Source: an optimization exercise on an open RTL-to-GDS flow (aim: small area, a short achievable clock period and few clock cycles). Production flows keep margins and buffers that such runs may drop. For this run, only the layout was checked, not whether the RTL still works.

==> flow/run.sh <==
#!/bin/bash
# synth_recipe.tcl (not shown) runs the flow's synth.tcl, then flattens the netlist and writes it again
# the make line also repeats each setting of config.mk as NAME=value (left out here)
make -C /OpenROAD-flow-scripts/flow DESIGN_CONFIG=/design/flow/config.mk WORK_HOME=/design/flow/orfs CLKGATE_MAP_FILE= SYNTH_SCRIPT=/design/flow/synth_recipe.tcl finish
==> flow/config.mk <==
export PLATFORM = sky130hd
export DESIGN_NAME = competitive_node_distance_adapt
export DESIGN_NICKNAME = competitive_node_distance_adapt
export VERILOG_FILES = /design/flow/design.v
export SDC_FILE = /design/flow/constraint.sdc
export NUM_CORES = 4
export LEC_CHECK = 0
export CAP_MARGIN = 20
export CORE_MARGIN = 2
export CORE_UTILIZATION = 40
export SETUP_SLACK_MARGIN = 5
export SLEW_MARGIN = 20
export TNS_END_PERCENT = 100
==> flow/constraint.sdc <==
create_clock -name core_clock -period 12.0 [get_ports {clk}]
set_input_delay 2.4000 -clock core_clock [delete_from_list [all_inputs] [get_ports {clk}]]
set_output_delay 2.4000 -clock core_clock [all_outputs]
set_load 0.01 [all_outputs]
==> flow/design.v <==
`timescale 1ns / 1ps
package cnda_pkg;
    localparam int VecDim = 16;
    localparam int IdxW = 4;
    localparam logic [2:0] REQ_SAMPLE  = 3'd0;
    localparam logic [2:0] REQ_ADAPT   = 3'd1;
    localparam logic [2:0] REQ_WIN     = 3'd2;
    localparam logic [2:0] REQ_DENSITY = 3'd3;
    localparam logic [2:0] REQ_WWRITE  = 3'd4;
    localparam logic KIND_DIST    = 1'b0;
    localparam logic KIND_DENSITY = 1'b1;
    typedef struct packed {
        logic [2:0]         req_type;
        logic [3:0]         elem_index;
        logic signed [15:0] elem_value;
        logic               last_elem;
        logic               is_winner;
        logic [15:0]        mean_density;
    } in_item_t;
    typedef struct packed {
        logic        result_kind;
        logic [17:0] distance;
        logic [15:0] density;
    } out_item_t;
endpackage
`timescale 1ns / 1ps
module competitive_node_distance_adapt (
    input  logic                  clk,
    input  logic                  rst_n,
    input  logic                  cfg_we,
    input  logic [15:0]           cfg_wdata,
    input  logic                  in_valid,
    output logic                  in_stall,
    input  logic [40:0]           in_data,
    output logic                  out_valid,
    input  logic                  out_stall,
    output logic [34:0]           out_data
);
    localparam int L = 5;                
    localparam logic [1:0] K_SMP  = 2'd0;
    localparam logic [1:0] K_WW   = 2'd1;
    localparam logic [1:0] K_DEN  = 2'd2;
    localparam logic [2:0] DV_IDLE  = 3'd0;
    localparam logic [2:0] DV_D1    = 3'd1;    
    localparam logic [2:0] DV_D2    = 3'd2;    
    localparam logic [2:0] DV_DFIN  = 3'd3;
    localparam logic [2:0] DV_RC    = 3'd4;    
    localparam logic [2:0] DV_RFIN  = 3'd5;
    logic [15:0] rate_reg;
    logic [15:0] wgt [16];
    logic [15:0] smp [16];
    logic [31:0] sum_reg;
    logic [15:0] win_reg;
    logic [15:0] mcur;                   
    logic [4:0]  lcur;
    logic        mcur_v;
    logic [15:0] mnext;                  
    logic [4:0]  lnext;
    logic        mnext_v;
    logic        ir_v;
    logic [40:0] ir;
    logic [2:0]  ir_type;
    logic [3:0]  ir_idx;
    logic [15:0] ir_val;
    logic        ir_last, ir_win;
    logic [15:0] ir_mean;
    assign ir_type = ir[40:38];
    assign ir_idx  = ir[37:34];
    assign ir_val  = ir[33:18];
    assign ir_last = ir[17];
    assign ir_win  = ir[16];
    assign ir_mean = ir[15:0];
    logic        p_v    [1:L];
    logic [1:0]  p_k    [1:L];
    logic [3:0]  p_idx  [1:L];
    logic [15:0] p_val  [1:L];
    logic        p_last [1:L];
    logic        pa_v, pa_den, pa_last;
    logic [16:0] pa_x;
    logic        a_run;
    logic [3:0]  a_cnt;
    logic [15:0] a_R;
    logic [15:0] a_m;
    logic [4:0]  a_l;
    logic        a_win;
    logic        e1_v, e2_v, e3_v, e4_v;
    logic [3:0]  e1_idx, e2_idx, e3_idx, e4_idx;
    logic        e1_neg, e2_neg, e3_neg, e4_neg;
    logic        e1_win, e2_win, e3_win;
    logic [15:0] e1_w, e2_w, e3_w, e4_w;
    logic [15:0] e1_ad, e2_n, e4_q;
    logic [15:0] e2_m;
    logic [4:0]  e2_l, e3_l;
    logic [16:0] e3_p;
    logic        dens_busy, dens_done;
    logic [15:0] d_M;
    logic [15:0] dens_res;
    logic [2:0]  dv_st;
    logic [32:0] dv_r;
    logic [32:0] dv_b;
    logic [17:0] dv_q;
    logic [3:0]  dv_cnt;
    logic [4:0]  dv_l;
    logic        dv_cur;                 
    logic [16:0] dv_rb;                  
    logic        dens_pend;              
    logic [32:0] dv_div;
    assign dv_div = (dv_st == DV_D1) ? dv_b : (dv_st == DV_D2) ? 33'(d_M) : 33'(dv_rb);
    logic        sq_busy, sq_done;
    logic [31:0] sq_rad;
    logic [16:0] sq_rem;
    logic [15:0] sq_root;
    logic [2:0]  sq_cnt;
    logic        dist_busy;
    logic [1:0]  of_cnt;
    logic        of0, of1;        
    logic        ov;
    logic [34:0] od;
    assign out_valid = ov;
    assign out_data  = od;
    logic ww_inflight, idx_hz, issue_ok, issue, accept;
    always_comb
    begin
        ww_inflight = 1'b0;
        for (int k = 1; k < L; k++)
            if (p_v[k] && p_k[k] == K_WW)
                ww_inflight = 1'b1;
    end
    assign idx_hz = a_run && (ir_idx > a_cnt);
    always_comb
    begin
        unique case (ir_type)
            cnda_pkg::REQ_SAMPLE:  issue_ok = !idx_hz && !(ir_last && dist_busy);
            cnda_pkg::REQ_ADAPT:   issue_ok = !a_run && !ww_inflight && mcur_v;
            cnda_pkg::REQ_DENSITY: issue_ok = !dens_busy;
            cnda_pkg::REQ_WWRITE:  issue_ok = !idx_hz;
            default:               issue_ok = 1'b1;
        endcase
    end
    assign in_stall = ir_v && !issue_ok;
    assign issue    = ir_v && issue_ok;
    assign accept   = in_valid && !in_stall;
    logic is_smp, is_adapt, is_win, is_den, is_ww, win_inc;
    assign is_smp   = issue && ir_type == cnda_pkg::REQ_SAMPLE;
    assign is_adapt = issue && ir_type == cnda_pkg::REQ_ADAPT;
    assign is_win   = issue && ir_type == cnda_pkg::REQ_WIN;
    assign is_den   = issue && ir_type == cnda_pkg::REQ_DENSITY;
    assign is_ww    = issue && ir_type == cnda_pkg::REQ_WWRITE;
    assign win_inc  = is_win && (win_reg != 16'hFFFF);
    logic [15:0] acc_w;
    logic signed [16:0] acc_d;
    assign acc_w = wgt[p_idx[L]];
    assign acc_d = $signed({p_val[L][15], p_val[L]}) - $signed({acc_w[15], acc_w});
    logic [33:0] sq_acc;
    always_comb
    begin
        sq_acc = {2'b00, (pa_den ? 32'd0 : sum_reg)};
        for (int i = 0; i < 17; i++)
            sq_acc = sq_acc + ((34'(pa_x[i]) << (2 * i)) |
                               (34'({17{pa_x[i]}} & (pa_x >> (i + 1))) << (2 * i + 2)));
    end
    logic [31:0] sum_sat;
    assign sum_sat = (sq_acc[33:32] != 2'b00) ? 32'hFFFF_FFFF : sq_acc[31:0];
    logic [15:0] e1s_s, e1s_w;
    logic signed [16:0] e1s_d;
    assign e1s_s = smp[a_cnt];
    assign e1s_w = wgt[a_cnt];
    assign e1s_d = $signed({e1s_s[15], e1s_s}) - $signed({e1s_w[15], e1s_w});
    logic [31:0] e2s_p;
    assign e2s_p = 32'(e1_ad) * 32'(a_R);
    logic [32:0] e3s_p;
    assign e3s_p = (33'(e2_n) << 16) + 33'(e2_n) * 33'(e2_m);
    logic [15:0] e4s_q1;
    logic [32:0] e4s_c;
    assign e4s_q1 = 16'(e3_p >> e3_l);
    assign e4s_c  = 33'(e4s_q1[15:2]) * 33'd20972;
    logic [15:0] e5s_nw;
    assign e5s_nw = e4_neg ? (e4_w - e4_q) : (e4_w + e4_q);
    logic [33:0] dv_t1, dv_t2;
    logic [34:0] dv_diff1, dv_diff2;
    logic [32:0] dv_r1, dv_r2;
    logic        dv_ge1, dv_ge2;
    assign dv_t1    = {dv_r, dv_q[17]};
    assign dv_diff1 = {1'b0, dv_t1} - {2'b00, dv_div};
    assign dv_ge1   = !dv_diff1[34];
    assign dv_r1    = dv_ge1 ? dv_diff1[32:0] : dv_t1[32:0];
    assign dv_t2    = {dv_r1, dv_q[16]};
    assign dv_diff2 = {1'b0, dv_t2} - {2'b00, dv_div};
    assign dv_ge2   = !dv_diff2[34];
    assign dv_r2    = dv_ge2 ? dv_diff2[32:0] : dv_t2[32:0];
    logic        rc_cur;
    logic [16:0] rc_b;
    logic [15:0] rc_bm1;
    logic [4:0]  rc_l;
    logic [17:0] rc_r0;
    assign rc_cur = !mcur_v;
    assign rc_b   = rc_cur ? {1'b0, win_reg} : (17'(win_reg) + 17'd1);
    assign rc_bm1 = rc_cur ? (win_reg - 16'd1) : win_reg;
    always_comb
    begin
        rc_l = 5'd0;
        for (int i = 0; i < 16; i++)
            if (rc_bm1[i])
                rc_l = 5'(i + 1);
    end
    assign rc_r0 = (18'd1 << rc_l) - 18'(rc_b);    
    logic rc_start;
    logic d1_start;
    assign d1_start = (dv_st == DV_IDLE) && dens_pend;
    assign rc_start = (dv_st == DV_IDLE) && !dens_pend &&
                      (!mcur_v || (!mnext_v && win_reg != 16'hFFFF)) && !win_inc;
    logic [18:0] sr_t1, sr_t2;
    logic [18:0] sr_c1, sr_c2;
    logic [16:0] sr_rem1, sr_rem2;
    logic [15:0] sr_root1, sr_root2;
    assign sr_t1 = {sq_rem, sq_rad[31:30]};
    assign sr_c1 = {1'b0, sq_root, 2'b01};
    assign sr_rem1  = (sr_t1 >= sr_c1) ? 17'(sr_t1 - sr_c1) : sr_t1[16:0];
    assign sr_root1 = {sq_root[14:0], (sr_t1 >= sr_c1)};
    assign sr_t2 = {sr_rem1, sq_rad[29:28]};
    assign sr_c2 = {1'b0, sr_root1, 2'b01};
    assign sr_rem2  = (sr_t2 >= sr_c2) ? 17'(sr_t2 - sr_c2) : sr_t2[16:0];
    assign sr_root2 = {sr_root1[14:0], (sr_t2 >= sr_c2)};
    logic out_free, give_dist, give_den, pop, push, push_kind;
    assign out_free  = !ov || !out_stall;
    assign give_dist = out_free && (of_cnt != 2'd0) && !of0 && sq_done;
    assign give_den  = out_free && (of_cnt != 2'd0) && of0 && dens_done;
    assign pop       = give_dist || give_den;
    assign push      = (is_smp && ir_last) || is_den;
    assign push_kind = is_den;
    always_ff @(posedge clk or negedge rst_n)
    begin
        if (!rst_n)
        begin
            rate_reg  <= 16'd32768;
            sum_reg   <= '0;
            win_reg   <= 16'd1;
            mcur      <= 16'd1;          
            lcur      <= 5'd0;
            mcur_v    <= 1'b1;
            mnext     <= 16'd0;          
            lnext     <= 5'd1;
            mnext_v   <= 1'b1;
            for (int i = 0; i < 16; i++)
            begin
                wgt[i] <= '0;
                smp[i] <= '0;
            end
            ir_v      <= 1'b0;
            for (int k = 1; k <= L; k++)
                p_v[k] <= 1'b0;
            pa_v      <= 1'b0;
            a_run     <= 1'b0;
            a_cnt     <= '0;
            e1_v      <= 1'b0;
            e2_v      <= 1'b0;
            e3_v      <= 1'b0;
            e4_v      <= 1'b0;
            dens_busy <= 1'b0;
            dens_done <= 1'b0;
            dv_st     <= DV_IDLE;
            dens_pend <= 1'b0;
            sq_busy   <= 1'b0;
            sq_done   <= 1'b0;
            dist_busy <= 1'b0;
            of_cnt    <= '0;
            of0       <= 1'b0;
            of1       <= 1'b0;
            ov        <= 1'b0;
        end
        else
        begin
            if (cfg_we)
                rate_reg <= cfg_wdata;
            if (accept)
                ir_v <= 1'b1;
            else if (issue)
                ir_v <= 1'b0;
            if (is_smp)
                smp[ir_idx] <= ir_val;
            if (win_inc)
            begin
                win_reg <= win_reg + 16'd1;
                mcur    <= mnext + 16'd1;
                lcur    <= lnext;
                mcur_v  <= mnext_v;
                mnext_v <= 1'b0;
            end
            if (is_smp && ir_last)
                dist_busy <= 1'b1;
            else if (give_dist)
                dist_busy <= 1'b0;
            if (is_den)
                dens_busy <= 1'b1;
            else if (give_den)
                dens_busy <= 1'b0;
            p_v[1] <= is_smp || is_ww || is_den;
            for (int k = 2; k <= L; k++)
                p_v[k] <= p_v[k-1];
            pa_v <= p_v[L] && (p_k[L] != K_WW);
            if (p_v[L] && p_k[L] == K_WW)
                wgt[p_idx[L]] <= p_val[L];
            if (pa_v && !pa_den)
            begin
                if (pa_last)
                    sum_reg <= '0;
                else
                    sum_reg <= sum_sat;
            end
            if (is_adapt)
            begin
                a_run <= 1'b1;
                a_cnt <= '0;
            end
            else if (a_run)
            begin
                a_cnt <= a_cnt + 4'd1;
                if (a_cnt == 4'd15)
                    a_run <= 1'b0;
            end
            e1_v <= a_run;
            e2_v <= e1_v;
            e3_v <= e2_v;
            e4_v <= e3_v;
            if (e4_v)
                wgt[e4_idx] <= e5s_nw;
            if (dv_st == DV_DFIN)
                dens_done <= 1'b1;
            else if (give_den)
                dens_done <= 1'b0;
            if (pa_v && pa_den)
                dens_pend <= 1'b1;
            else if (d1_start)
                dens_pend <= 1'b0;
            if (d1_start)
                dv_st <= DV_D1;
            else if (win_inc && (dv_st == DV_RC || dv_st == DV_RFIN))
                dv_st <= DV_IDLE;
            else if (rc_start)
                dv_st <= DV_RC;
            else
            begin
                unique case (dv_st)
                    DV_D1:   if (dv_cnt == 4'd8) dv_st <= DV_D2;
                    DV_D2:   if (dv_cnt == 4'd8) dv_st <= DV_DFIN;
                    DV_DFIN: dv_st <= DV_IDLE;
                    DV_RC:   if (dv_cnt == 4'd7) dv_st <= DV_RFIN;
                    DV_RFIN: dv_st <= DV_IDLE;
                    default: ;
                endcase
            end
            if (dv_st == DV_RFIN && !win_inc)
            begin
                if (dv_cur)
                begin
                    mcur   <= dv_q[15:0] + 16'd1;
                    lcur   <= dv_l;
                    mcur_v <= 1'b1;
                end
                else
                begin
                    mnext   <= dv_q[15:0];
                    lnext   <= dv_l;
                    mnext_v <= 1'b1;
                end
            end
            if (pa_v && !pa_den && pa_last)
                sq_busy <= 1'b1;
            else if (sq_busy)
            begin
                if (sq_cnt == 3'd7)
                begin
                    sq_busy <= 1'b0;
                    sq_done <= 1'b1;
                end
            end
            else if (give_dist)
                sq_done <= 1'b0;
            begin
                logic f0, f1;
                logic [1:0] c;
                f0 = of0;
                f1 = of1;
                c  = of_cnt;
                if (pop)
                begin
                    f0 = f1;
                    c  = c - 2'd1;
                end
                if (push)
                begin
                    if (c == 2'd0)
                        f0 = push_kind;
                    else
                        f1 = push_kind;
                    c = c + 2'd1;
                end
                of0    <= f0;
                of1    <= f1;
                of_cnt <= c;
            end
            if (give_dist || give_den)
                ov <= 1'b1;
            else if (!out_stall)
                ov <= 1'b0;
        end
    end
    always_ff @(posedge clk)
    begin
        if (accept)
            ir <= in_data;
        if (is_smp || is_ww)
        begin
            p_k[1]    <= is_smp ? K_SMP : K_WW;
            p_idx[1]  <= ir_idx;
            p_val[1]  <= ir_val;
            p_last[1] <= ir_last;
        end
        else if (is_den)
        begin
            p_k[1]    <= K_DEN;
            p_val[1]  <= ir_mean;
            p_last[1] <= 1'b0;
        end
        for (int k = 2; k <= L; k++)
        begin
            p_k[k]    <= p_k[k-1];
            p_idx[k]  <= p_idx[k-1];
            p_val[k]  <= p_val[k-1];
            p_last[k] <= p_last[k-1];
        end
        pa_den  <= (p_k[L] == K_DEN);
        pa_last <= p_last[L];
        pa_x    <= (p_k[L] == K_DEN) ? (17'd4096 + 17'(p_val[L])) :
                   (acc_d[16] ? 17'(-acc_d) : 17'(acc_d));
        if (is_adapt)
        begin
            a_R   <= rate_reg;
            a_m   <= mcur;
            a_l   <= lcur;
            a_win <= ir_win;
        end
        if (is_den)
            d_M <= win_reg;
        e1_idx <= a_cnt;
        e1_neg <= e1s_d[16];
        e1_ad  <= e1s_d[16] ? 16'(-e1s_d) : e1s_d[15:0];
        e1_w   <= e1s_w;
        e1_win <= a_win;
        e2_idx <= e1_idx;
        e2_neg <= e1_neg;
        e2_n   <= e2s_p[31:16];
        e2_w   <= e1_w;
        e2_win <= e1_win;
        e2_m   <= a_m;
        e2_l   <= a_l;
        e3_idx <= e2_idx;
        e3_neg <= e2_neg;
        e3_p   <= e3s_p[32:16];
        e3_w   <= e2_w;
        e3_win <= e2_win;
        e3_l   <= e2_l;
        e4_idx <= e3_idx;
        e4_neg <= e3_neg;
        e4_q   <= e3_win ? e4s_q1 : {6'd0, e4s_c[28:19]};
        e4_w   <= e3_w;
        if (pa_v && pa_den)
            dv_b   <= sq_acc[32:0];
        if (d1_start)
        begin
            dv_r   <= 33'h40_0000;               
            dv_q   <= '0;
            dv_cnt <= '0;
        end
        else if (rc_start)
        begin
            dv_r   <= 33'(rc_r0);
            dv_q   <= '0;
            dv_rb  <= rc_b;
            dv_l   <= rc_l;
            dv_cur <= rc_cur;
            dv_cnt <= '0;
        end
        else if (dv_st == DV_D1 && dv_cnt == 4'd8)
        begin
            dv_r   <= '0;
            dv_q   <= {dv_q[15:0], dv_ge1, dv_ge2};
            dv_cnt <= '0;
        end
        else if (dv_st == DV_D1 || dv_st == DV_D2 || dv_st == DV_RC)
        begin
            dv_r   <= dv_r2;
            dv_q   <= {dv_q[15:0], dv_ge1, dv_ge2};
            dv_cnt <= dv_cnt + 4'd1;
        end
        if (dv_st == DV_DFIN)
            dens_res <= (dv_q[17:16] != 2'b00) ? 16'hFFFF : dv_q[15:0];
        if (pa_v && !pa_den && pa_last)
        begin
            sq_rad  <= sum_sat;
            sq_rem  <= '0;
            sq_root <= '0;
            sq_cnt  <= '0;
        end
        else if (sq_busy)
        begin
            sq_rad  <= {sq_rad[27:0], 4'd0};
            sq_rem  <= sr_rem2;
            sq_root <= sr_root2;
            sq_cnt  <= sq_cnt + 3'd1;
        end
        if (give_dist)
            od <= {cnda_pkg::KIND_DIST, 2'b00, sq_root, 16'd0};
        else if (give_den)
            od <= {cnda_pkg::KIND_DENSITY, 18'd0, dens_res};
    end
endmodule
==> flow_summary.toml <==
[run_status]
status = "timing/DRC/antenna clean"

[clock_tree]
clock_path_buffers = 3
cts_tree = "built"
holdBufCountCts = 0
clk_pin_slew_ns = 0.06
cts_root_buf = "clkbuf_16"
clock-sinks = 1285
htree_num_levels = 4
clk_latency_ns = 0.83
cts-buffers-inserted = 145

[placement]
place_congestion = 0.901
hpwl_um = 181000
portBuffers = 96
dp.cells = 11700
placedInstanceArea_sq_um = 92600

[floorplanning]
dieHeight_um = 474
start_util_pct = 40.3
core_area_sq_um = 220000
chipWidth_um = 474
std_cell_rows = 172
dieArea_sq_um = 225000
boundaryPins = 99

[timing]
finalMaxSlewViolations = 0
max_freq_ghz = 0.147
final_hold_viol_count = 0
rsz0062_at_grt = "no"
finalCriticalPeriod_ns = 6.78
worst_clock_skew_ns = 0.0535
whs_ns = 0.321
fin_tns_setup_ns = 0
worstMarginPinSlew_ns = 1.17
finalSetupViolCount = 0
max_slew_margin_pct = 21.7
fin_crit_sh_pct = 56.5

[global_routing]
grt_start_max_net_pins = 198
overflow = 0
grt_pass1_wl_um = 410000
grt_pass1_vias = 68200
grt_util_all_layers_pct = 23.6
antenna_found_initial = 5

[drt]
dr.pass1.iters = 8
via_per_inst = 5.59
drtAntennaViolNets = 0
first_iter_violations = 6068
wirelength_um = 267000
route.vias.total = 66900
wl_per_cell_um = 22.3
route.detailed.drc = 0

[worst_setup_path]
crit_start = "dv_st[2]"
worst-r2r-setup-slack_ns = 5.22
crit_fanout = 25
timing.rr.start = "dv_st[2]"
startpoint_type = "flip-flop"
critPathKind = "reg2reg"
worstPathRequired_ns = 12.69
worstRegToRegCells = 27
r2r-end = "dv_r[12]"
critPathArrivalTime_ns = 7.47
end_kind = "flip-flop"

[synth]
synth_largest_area_cell = "dfrtp_1"
synth_fa_ha_area_share_pct = 21.8
synth-compound-area-share_pct = 13.3
yosysTopAreaCellShare_pct = 18.2
synthXorXnorAreaFrac_pct = 3.01
yosysSeqAreaShare_pct = 35.4
synthCells = 8950
netlist_top_cells_count = "916 x nand2_1, 891 x inv_1, 644 x dfrtp_1, 598 x ha_1, 591 x fa_1"
synthMuxAreaShare_pct = 7.22
synth_ff_type = "dfrtp_1"
synth_area_leaders = "dfrtp_1 18%, fa_1 13%, dfxtp_1 9.0%"
yosysWarnings = 8
syn_area_per_cell_sq_um = 9.89
yosys.area_share.simple_pct = 13.1
ys_types = 118
ys_async_sr_fraction_pct = 50.6
synth_top_family_by_area = "adder cells"
synth_seq_cells = 1285
synth_edf_count = 238
synth_most_common_cell = "nand2_1"
syn_area_sq_um = 88500

[min_path]
hold_depth = 0
hp-class = "reg2reg"
hold_end = "p_val[4][12]"
hold_start = "p_val[3][12]"

[flow_run]
maxCapViolCount = 0

[cells_and_area]
n_fill_cell = 20700
fin_cells = 12000
fin_area_sq_um = 98300
layout-drive-gt1-share_pct = 10.1
area_growth_pct = 11.1
layout.nets = 10100
seq_area_sq_um = 31400
largestRegisters = "smp (256), wgt (256), p_val (80)"
multiInputGateArea_sq_um = 52200
-- stage by stage --
stage,setup slack (ns),util (%)
global route,4.98,44.7
finish,5.22,44.7
global placement,3.82,42.1
floorplan,5.01,-
detailed placement,3.64,42.1
CTS,4.98,44.5
-- layer usage --
| layer | global-route usage [%] | up-vias | part of all wire (%) |
|---|---|---|---|
| met2 | 37.5 | 2442 | 45 |
| met3 | 4.21 | 637 | 6.9 |
| met1 | 31.5 | 33200 | 43 |
| met5 | 0 | - | 0.0045 |
| li1 | - | 30600 | - |
| met4 | 9.98 | 2 | 4.7 |
-- what timing repair did --
| action | 4_1_cts | 5_1_grt |
|---|---|---|
| cloned | 0 | 4 |
| pin swaps | 1 | 15 |
| resized for setup | 29 | 63 |
| setup buffers | 2 | 29 |
| setup endpoints to repair | 45 | 121 |
-- cell type report --
| cell class | count | area share, % |
|---|---|---|
| diodes | 2 | 0.00509 |
| well taps | 2958 | 3.76 |
| inverters | 897 | 3.43 |
| flip-flops and latches | 1285 | 32.0 |
| clock buffers | 201 | 4.27 |
| repair buffers | 278 | 2.55 |
| multi-input cells | 6277 | 53.1 |
| clock inverters | 70 | 0.876 |
-- worst max-delay path: stages (launching register included) --
cell and delay (ns):
dfrtp_2 0.45, nand2b_2 0.24, nor2_4 0.16, buf_12 0.18, nand2_1 0.07, o21ai_1 0.15, ha_2 0.24, inv_1 0.06
fa_1 0.45, a211oi_2 0.27, o211ai_2 0.17, a41o_1 0.32, a211oi_4 0.35, o21ai_4 0.13, a21o_4 0.29, mux2_2 0.33
fa_1 0.42, nand2b_1 0.22, a21oi_2 0.22, o21a_1 0.21, o21ai_2 0.15, o311a_1 0.39, o21bai_2 0.21, or2_4 0.18
buf_12 0.17, mux2_4 0.32, a221oi_2 0.22, nor2_1 0.06
-- logic make-up after synthesis --
group | after synthesis
AO/OA/AOI/OAI | 1797
XOR/XNOR | 303
adder cells (fa/ha/maj) | 1189
buffers and inverters | 1391
flip-flops | 1285
multiplexers | 592
other | 1
AND/OR/NAND/NOR | 2392
-- layout by cell type (no fill, tap or decap), types with 27 or more instances in the layout --
cell,count
clkbuf_1,27
or3_1,40
nor2b_1,121
mux2_1,67
nor2_1,429
a21oi_1,477
and3_1,85
a31oi_1,84
a211oi_1,105
dfxtp_2,37
nand2b_1,60
a22oi_1,183
o22ai_1,37
clkdlybuf4s50_1,95
o21a_1,55
clkbuf_16,153
and2_1,320
buf_4,168
o21ai_1,47
dfrtp_1,640
nor3_1,75
ha_1,597
dfxtp_1,358
a221oi_1,72
edfxtp_1,238
xor2_1,117
o21ai_0,320
inv_1,889
nand3_1,87
xnor2_1,181
a22o_1,68
mux2i_1,243
fa_1,591
nand2_1,913
a222oi_1,27
a21o_1,95
mux2_2,276
nand4_1,76
-- how the worst max path moves through the flow --
stage / to / slack, ns / cells past startpoint
2_1_floorplan: e4_q[8] / 5.01 / 26
3_3_place_gp: dv_r[12] / 3.82 / 27
3_5_place_dp: dv_r[12] / 3.64 / 27
4_1_cts: dv_r[12] / 4.98 / 27
5_1_grt: e4_q[8] / 4.98 / 26
6_report: dv_r[12] / 5.22 / 27

## re-timing with driven ports
Ports are ideal in the flow. The routed layout listed here was re-timed in OpenROAD.
Step 1: set_driving_cell puts a clkbuf_16 on clk and a buf_2 on each other input, an assumption about the parent block.
Step 2 moves the port delays by t, midway between the first and last clock arrival at a register: inputs arrive t later, outputs are due t later. That takes back most of the time a late clock gives input paths.
a / b / c = ideal / step 1 / step 2; a / b = the first two.
t (ns): 0.899
slack for setup (ns): 5.220 / 5.220 / 5.220
hold slack, ns: 0.321 / 0.321 / 0.321
worst setup path at the end: register to register
latest minus earliest clock arrival (ns): 0.055 / 0.055
After both steps this run still meets setup and hold. The setup slack of this run moves by 0.000 ns with the drivers and by 0.000 ns with both steps.
